What follows belongs to an exercise in optimizing a design on an open flow for small area; a production flow would make more cautious choices. RTL that was checked went through simulation tests only; none was proved equivalent to the original. Power figures rest on the tool's default switching activity, not on a simulated workload.

==> run a <==
Design smpq_top, start of the top module:
module smpq_top (
	input  logic        clk,
	input  logic        arst_n,
	input  logic        start,
	input  logic [1:0]  cmd_op,
	input  logic [31:0] cmd_value,
	output logic        busy,
	output logic        done,
	output logic [31:0] rsp_head,
	output logic [1:0]  rsp_status,
	output logic        rsp_empty,
	output logic [4:0]  rsp_count
);
export LEC_CHECK = 0
export CAP_MARGIN = 20
export CORE_MARGIN = 2
export CORE_UTILIZATION = 70
export CTS_BUF_LIST = sky130_fd_sc_hd__clkbuf_4
export CTS_CLUSTER_DIAMETER = 35
export CTS_CLUSTER_SIZE = 11
export PLACE_DENSITY = 0.85
export SLEW_MARGIN = 20
export SYNTH_HIERARCHICAL = 1
create_clock -name core_clock -period 5.0 [get_ports {clk}]
standard.sh (not shown) runs the stock make flow with config.mk's settings and CLKGATE_MAP_FILE= SYNTH_SCRIPT=/design/flow/synth_recipe.tcl, a recipe that flattens the netlist after the stock synthesis.
==> flow/flow/run.sh <==
#!/bin/bash
# The standard layout, with each port's buffer made of the smallest buffer cell,
# a clock tree without dummy loads.
export BUFFER_PORTS_ARGS="-buffer_cell sky130_fd_sc_hd__buf_1"
export CTS_ARGS="-sink_clustering_enable -repair_clock_nets -sink_clustering_size 11 -sink_clustering_max_diameter 35 -buf_list sky130_fd_sc_hd__clkbuf_4 -dont_use_dummy_load"
bash standard.sh > standard.log 2>&1
==> run b: changes against run a <==
--- a/flow/design.v
+++ b/flow/design.v
@@ -16,14 +16,15 @@
 	input  logic       start,
 	input  logic [1:0] cmd_op,
 	input  logic       full,
 	input  logic       empty,
 	input  logic       lt,
 	output logic       busy,
 	output logic       done,
+	output logic [3:0] phase,
 	output logic [4:0] count,
 	output logic       sel_prev,
 	output logic       sel_keep,
 	output logic       sel_new_n,
 	output logic [1:0] rsp_status,
 	output logic       show_n
 );
@@ -31,74 +32,71 @@
 	logic [4:0] count_q;
 	logic       armed_q;
 	logic       win_q;
 	logic       placed_q;
 	logic       done_q;
 	logic [1:0] status_q;
 	logic       show_q;
+	logic       removed_q;
 	logic is_ins, is_rem, is_peek;
 	logic ins_go, read_go;
 	logic win, ready, take, last_step, behind, sel_new;
-	logic take_ins, take_rem, removed;
-	logic at11, at14, at15, feedback;
 	assign is_ins  = (cmd_op == smpq_pkg::OP_INSERT);
 	assign is_rem  = (cmd_op == smpq_pkg::OP_REMOVE);
 	assign is_peek = (cmd_op == smpq_pkg::OP_PEEK);
 	assign ins_go  = is_ins && !full;
 	assign read_go = (is_rem || is_peek) && !empty;
-	assign at11 = (phase_q == 4'd7);
-	assign at14 = (phase_q == 4'd12);
-	assign at15 = (phase_q == 4'd8);
-	assign feedback = phase_q[3] ^ phase_q[2] ^ (phase_q[2:0] == 3'd0);
-	assign win       = win_q || (armed_q && ins_go && at15);
-	assign last_step = win_q && at14;
+	assign win       = win_q || (armed_q && ins_go && phase_q == 4'd15);
+	assign last_step = win_q && phase_q == 4'd14;
 	assign behind    = lt && !last_step;
 	assign sel_prev  = win && behind;
 	assign sel_new   = win && !behind && !(win_q && placed_q);
 	assign sel_new_n = !sel_new;
-	assign removed   = show_q && at15;
-	assign sel_keep  = !win && !(empty || removed) || (win && !behind && win_q && placed_q);
+	assign sel_keep  = !win && !(empty || removed_q) || (win && !behind && win_q && placed_q);
 	always_comb begin
 		if (ins_go)       ready = last_step;
-		else if (read_go) ready = at15;
+		else if (read_go) ready = (phase_q == 4'd15);
 		else              ready = 1'b1;
 	end
 	assign busy = !ready;
 	assign take = start && ready;
-	assign take_ins = take && ins_go;
-	assign take_rem = take && is_rem && !empty;
 	always_ff @(posedge clk or negedge arst_n) begin
 		if (!arst_n) begin
 			phase_q <= 4'd0;
 			count_q <= 5'd0;
 			armed_q <= 1'b0;
 			win_q   <= 1'b0;
 			done_q  <= 1'b0;
 		end else begin
-			phase_q <= {take_rem || (phase_q[2] && !take_ins), phase_q[1:0], feedback};
-			if (take_ins)
+			if (take && ins_go)
+				phase_q <= phase_q + 4'd2;
+			else if (!(take && is_rem && !empty))
+				phase_q <= phase_q + 4'd1;
+			if (take && ins_go)
 				count_q <= count_q + 5'd1;
-			else if (take_rem)
+			else if (take && is_rem && !empty)
 				count_q <= count_q - 5'd1;
-			armed_q <= start && !take && (armed_q || at11);
+			armed_q <= start && !take && (armed_q || phase_q == 4'd11);
 			win_q   <= win && !last_step;
 			done_q  <= take;
 		end
 	end
 	always_ff @(posedge clk) begin
 		placed_q <= sel_new || (win_q && placed_q);
 		if (is_ins && full)
 			status_q <= smpq_pkg::ST_FULL;
 		else if ((is_rem || is_peek) && empty)
 			status_q <= smpq_pkg::ST_EMPTY;
 		else
 			status_q <= smpq_pkg::ST_OK;
-		show_q <= take && read_go;
+		show_q <= read_go;
+		removed_q <= take && is_rem && !empty;
 	end
 	assign done       = done_q;
+	assign phase      = phase_q;
 	assign count      = count_q;
 	assign rsp_status = status_q;
 	assign show_n     = !show_q;
 endmodule
 module smpq_datapath (
 	input  logic        clk,
 	input  logic [31:0] cmd_value,
@@ -110,28 +108,28 @@
 	output logic [31:0] rsp_head
 );
 	logic [31:0] ring_q [16];
 	logic [31:0] entry;
 	logic [31:0] a;
 	logic [31:0] c;
 	logic [31:0] co;
-	logic [1:0]  carry_q;
+	logic [2:0]  carry_q;
 	always_ff @(posedge clk) begin
 		ring_q[0] <= entry;
 		for (int i = 1; i < 16; i++)
 			ring_q[i] <= ring_q[i-1];
 	end
-	assign a = {ring_q[14][31:24], ring_q[13][23:12], ring_q[12][11:0]};
+	assign a = {ring_q[14][31:24], ring_q[13][23:16], ring_q[12][15:8], ring_q[11][7:0]};
 	genvar i;
 	generate
 		for (i = 0; i < 32; i++) begin : g_bit
 			if (i == 0) begin : g_c0
 				assign c[i] = 1'b0;
-			end else if (i == 12 || i == 24) begin : g_cq
-				assign c[i] = carry_q[i/12 - 1];
+			end else if (i % 8 == 0) begin : g_cq
+				assign c[i] = carry_q[i/8 - 1];
 			end else begin : g_ci
 				assign c[i] = co[i-1];
 			end
 			smpq_slice #(
 				.SIGN (i == 31)
 			) u_slice (
 				.prev      (ring_q[14][i]),
@@ -146,15 +144,15 @@
 				.entry     (entry[i]),
 				.co        (co[i]),
 				.head      (rsp_head[i])
 			);
 		end
 	endgenerate
 	always_ff @(posedge clk) begin
-		carry_q <= {co[23], co[11]};
+		carry_q <= {co[23], co[15], co[7]};
 	end
 	assign key_lt = co[31];
 endmodule
 module smpq_slice #(
 	parameter bit SIGN = 1'b0
 ) (
 	input  logic prev,
@@ -171,15 +169,15 @@
 	output logic head
 );
 	logic held;   
 	logic u;      
 	assign held  = SIGN ? key : ~key;
 	assign u     = SIGN ? ~key : key;
 	assign entry = (prev & sel_prev) | (keep & sel_keep) | (held & ~sel_new_n);
-	assign co    = ~((~u & ~a) | (~ci & (~u | ~a)));
+	assign co    = (u & a) | (u & ci) | (a & ci);
 	assign head  = (SIGN ? keep : ~keep) & ~show_n;
 endmodule
 module sorted_min_priority_queue_core (
 	input  logic        clk,
 	input  logic        arst_n,
 	input  logic        start,
 	input  logic [1:0]  cmd_op,
@@ -187,14 +185,15 @@
 	output logic        busy,
 	output logic        done,
 	output logic [31:0] rsp_head,
 	output logic [1:0]  rsp_status,
 	output logic        rsp_empty,
 	output logic [4:0]  rsp_count
 );
+	logic [3:0]  phase;
 	logic [4:0]  count;
 	logic        full;
 	logic        empty;
 	logic        key_lt;
 	logic        sel_keep;
 	logic        sel_prev;
 	logic        sel_new_n;
@@ -207,14 +206,15 @@
 		.start      (start),
 		.cmd_op     (cmd_op),
 		.full       (full),
 		.empty      (empty),
 		.lt         (key_lt),
 		.busy       (busy),
 		.done       (done),
+		.phase      (phase),
 		.count      (count),
 		.sel_prev   (sel_prev),
 		.sel_keep   (sel_keep),
 		.sel_new_n  (sel_new_n),
 		.rsp_status (rsp_status),
 		.show_n     (show_n)
 	);
==> flow/flow/run.sh (replaced) <==
#!/bin/bash
# The standard layout, with each port's buffer made of the smallest buffer cell.
export BUFFER_PORTS_ARGS="-buffer_cell sky130_fd_sc_hd__buf_1"
bash standard.sh > standard.log 2>&1
- CORE_UTILIZATION: 70 -> 45
- CTS_CLUSTER_DIAMETER: 35 -> 50
- CTS_CLUSTER_SIZE: 11 -> 10
- PLACE_DENSITY: 0.85 -> 0.6
==> run c: changes against run a <==
==> flow/design.v (replaced) <==
package smpq_pkg;
	localparam int DEF_QUEUE_DEPTH = 16;
	localparam int VALUE_W         = 32;
	localparam int OCC_W           = 5;
	localparam logic [1:0] OP_INSERT = 2'd0;
	localparam logic [1:0] OP_REMOVE = 2'd1;
	localparam logic [1:0] OP_PEEK   = 2'd2;
	localparam logic [1:0] OP_NONE   = 2'd3;
	localparam logic [1:0] ST_OK    = 2'd0;
	localparam logic [1:0] ST_EMPTY = 2'd1;
	localparam logic [1:0] ST_FULL  = 2'd2;
endpackage
module smpq_ctrl (
	input  logic       clk,
	input  logic       arst_n,
	input  logic       start,
	input  logic [1:0] cmd_op,
	input  logic       full,
	input  logic       empty,
	input  logic       lt,
	output logic       busy,
	output logic       done,
	output logic [3:0] phase,
	output logic [4:0] count,
	output logic       sel_prev,
	output logic       sel_new,
	output logic [1:0] rsp_status,
	output logic       show_head
);
	logic [3:0] phase_q;
	logic [4:0] count_q;
	logic       armed_q;
	logic       win_q;
	logic       placed_q;
	logic       done_q;
	logic [1:0] status_q;
	logic       show_q;
	logic is_ins, is_rem, is_peek;
	logic ins_go, read_go;
	logic win, ready, take, last_step;
	assign is_ins  = (cmd_op == smpq_pkg::OP_INSERT);
	assign is_rem  = (cmd_op == smpq_pkg::OP_REMOVE);
	assign is_peek = (cmd_op == smpq_pkg::OP_PEEK);
	assign ins_go  = is_ins && !full;
	assign read_go = (is_rem || is_peek) && !empty;
	assign win       = win_q || (armed_q && ins_go && phase_q == 4'd15);
	assign last_step = win_q && phase_q == 4'd14;
	assign sel_prev  = win && lt;
	assign sel_new   = win && !lt && !(win_q && placed_q);
	always_comb begin
		if (ins_go)       ready = last_step;
		else if (read_go) ready = (phase_q == 4'd15);
		else              ready = 1'b1;
	end
	assign busy = !ready;
	assign take = start && ready;
	always_ff @(posedge clk or negedge arst_n) begin
		if (!arst_n) begin
			phase_q <= 4'd0;
			count_q <= 5'd0;
			armed_q <= 1'b0;
			win_q   <= 1'b0;
			done_q  <= 1'b0;
		end else begin
			if (take && ins_go)
				phase_q <= phase_q + 4'd2;
			else if (!(take && is_rem && !empty))
				phase_q <= phase_q + 4'd1;
			if (take && ins_go)
				count_q <= count_q + 5'd1;
			else if (take && is_rem && !empty)
				count_q <= count_q - 5'd1;
			armed_q <= start && !take && (armed_q || phase_q == 4'd11);
			win_q   <= win && !last_step;
			done_q  <= take;
		end
	end
	always_ff @(posedge clk) begin
		placed_q <= sel_new || (win_q && placed_q);
		if (is_ins && full)
			status_q <= smpq_pkg::ST_FULL;
		else if ((is_rem || is_peek) && empty)
			status_q <= smpq_pkg::ST_EMPTY;
		else
			status_q <= smpq_pkg::ST_OK;
		show_q <= read_go;
	end
	assign done       = done_q;
	assign phase      = phase_q;
	assign count      = count_q;
	assign rsp_status = status_q;
	assign show_head  = show_q;
endmodule
module smpq_datapath (
	input  logic        clk,
	input  logic [31:0] cmd_value,
	input  logic        sel_prev,
	input  logic        sel_new,
	input  logic        show_head,
	output logic        key_lt,
	output logic [31:0] rsp_head
);
	logic [31:0] ring_q [16];
	logic [31:0] entry;
	logic [31:0] a;
	logic [31:0] b;
	logic [32:0] c;
	logic [31:0] co;
	logic [2:0]  carry_q;
	logic        sel_keep;
	assign sel_keep = !sel_prev && !sel_new;
	always_ff @(posedge clk) begin
		ring_q[0] <= entry;
		for (int i = 1; i < 16; i++)
			ring_q[i] <= ring_q[i-1];
	end
	assign a = {~ring_q[14][31], ring_q[14][30:24], ring_q[13][23:16], ring_q[12][15:8], ring_q[11][7:0]};
	assign b = {~cmd_value[31], cmd_value[30:0]};
	genvar i;
	generate
		for (i = 0; i < 32; i++) begin : g_bit
			if (i == 0)
				assign c[i] = 1'b0;
			else if (i % 8 == 0)
				assign c[i] = carry_q[i/8 - 1];
			else
				assign c[i] = co[i-1];
			smpq_slice u_slice (
				.prev  (ring_q[14][i]),
				.keep  (ring_q[15][i]),
				.key   (cmd_value[i]),
				.sel_prev (sel_prev),
				.sel_new  (sel_new),
				.sel_keep (sel_keep),
				.a     (a[i]),
				.b     (b[i]),
				.ci    (c[i]),
				.show  (show_head),
				.entry (entry[i]),
				.co    (co[i]),
				.head  (rsp_head[i])
			);
		end
	endgenerate
	always_ff @(posedge clk) begin
		carry_q <= {co[23], co[15], co[7]};
	end
	assign key_lt = co[31];
endmodule
module smpq_slice (
	input  logic prev,
	input  logic keep,
	input  logic key,
	input  logic sel_prev,
	input  logic sel_new,
	input  logic sel_keep,
	input  logic a,
	input  logic b,
	input  logic ci,
	input  logic show,
	output logic entry,
	output logic co,
	output logic head
);
	assign entry = (prev & sel_prev) | (key & sel_new) | (keep & sel_keep);
	assign co    = (b & ~a) | (b & ci) | (~a & ci);
	assign head  = keep & show;
endmodule
module sorted_min_priority_queue_core (
	input  logic        clk,
	input  logic        arst_n,
	input  logic        start,
	input  logic [1:0]  cmd_op,
	input  logic [31:0] cmd_value,
	output logic        busy,
	output logic        done,
	output logic [31:0] rsp_head,
	output logic [1:0]  rsp_status,
	output logic        rsp_empty,
	output logic [4:0]  rsp_count
);
	logic [3:0]  phase;
	logic [4:0]  count;
	logic        full;
	logic        empty;
	logic        lt;
	logic        key_lt;
	logic        sel_prev;
	logic        sel_new;
	logic        show_head;
	assign full  = count[4];
	assign empty = (count == 5'd0);
	smpq_ctrl u_ctrl (
		.clk        (clk),
		.arst_n     (arst_n),
		.start      (start),
		.cmd_op     (cmd_op),
		.full       (full),
		.empty      (empty),
		.lt         (lt),
		.busy       (busy),
		.done       (done),
		.phase      (phase),
		.count      (count),
		.sel_prev   (sel_prev),
		.sel_new    (sel_new),
		.rsp_status (rsp_status),
		.show_head  (show_head)
	);
	smpq_datapath u_datapath (
		.clk       (clk),
		.cmd_value (cmd_value),
		.sel_prev  (sel_prev),
		.sel_new   (sel_new),
		.show_head (show_head),
		.key_lt    (key_lt),
		.rsp_head  (rsp_head)
	);
	assign lt = ({1'b0, phase + 4'd1} < count) && key_lt;
	assign rsp_empty = empty;
	assign rsp_count = count;
endmodule
module smpq_top (
	input  logic        clk,
	input  logic        arst_n,
	input  logic        start,
	input  logic [1:0]  cmd_op,
	input  logic [31:0] cmd_value,
	output logic        busy,
	output logic        done,
	output logic [31:0] rsp_head,
	output logic [1:0]  rsp_status,
	output logic        rsp_empty,
	output logic [4:0]  rsp_count
);
	sorted_min_priority_queue_core u_core (
		.clk        (clk),
		.arst_n     (arst_n),
		.start      (start),
		.cmd_op     (cmd_op),
		.cmd_value  (cmd_value),
		.busy       (busy),
		.done       (done),
		.rsp_head   (rsp_head),
		.rsp_status (rsp_status),
		.rsp_empty  (rsp_empty),
		.rsp_count  (rsp_count)
	);
endmodule
==> flow/run.sh (new file) <==
#!/bin/bash
# synth_recipe.tcl (not shown) runs the flow's synth.tcl, then flattens the netlist and writes it again
# the make line also repeats each setting of config.mk as NAME=value (left out here)
make -C /OpenROAD-flow-scripts/flow DESIGN_CONFIG=/design/flow/config.mk WORK_HOME=/design/flow/orfs CLKGATE_MAP_FILE= SYNTH_SCRIPT=/design/flow/synth_recipe.tcl finish
- CORE_UTILIZATION: 70 -> 45
- CTS_CLUSTER_DIAMETER: 35 -> 50
- CTS_CLUSTER_SIZE: 11 -> 8
- PLACE_DENSITY: 0.85 -> 0.6
removed: flow/flow/run.sh
removed: flow/standard.sh
==> summary.txt <==
Worst setup slack, lowest first: run c, run a, run b.
The lowest register-to-register slack belongs to run a, the highest to run b.
In run c the hold slack is better than in run a, by 1.3 ps.
Of run b and run a, run b has the higher synthesized area (gap 1.3%, measured against run a).
Sequential share of layout area, lowest first: run c, run b, run a.
Between run c and run a, the lower critical path depth is in run a (gap 1).
The lowest power belongs to run a, the highest to run c.
Between run b and run c, the lower clock-buffer cell count is in run b (gap 17).
Die area, highest first: run c, run b, run a.
For run c, only the layout was checked, not whether the RTL still works.

[static timing again, ports no longer ideal]
The results above use ideal ports. As a check the final layouts listed here were re-extracted and re-timed, cells and wires unchanged. Step 1 assumes that a clkbuf_16 drives the clock port and a buf_2 every other input. Step 2 times the ports against the registers' clock, not the clock port: input delays grow and output delays shrink by t, the midpoint of the rising clock arrivals with the driver on. Slacks: ideal ports / drivers / drivers and shift; pairs: ideal ports / drivers.
run | shift t [ns] | slack for setup (ns) | hold WS [ns] | latest minus earliest clock arrival (ns)
run a | 0.697 | 0.670 / 0.687 / -0.010 | 0.300 / 0.300 / 0.300 | 0.044 / 0.044
run b | 0.716 | 1.101 / 1.116 / 0.401 | 0.319 / 0.318 / 0.319 | 0.022 / 0.021
run c | 0.691 | 0.595 / 0.613 / -0.078 | 0.301 / 0.301 / 0.301 | 0.054 / 0.054
With both steps, setup timing fails in run a and run c, where it was met with ideal ports. For run b, which loses most, drivers alone change the setup slack by +0.015 ns; drivers and shift together by -0.700 ns.
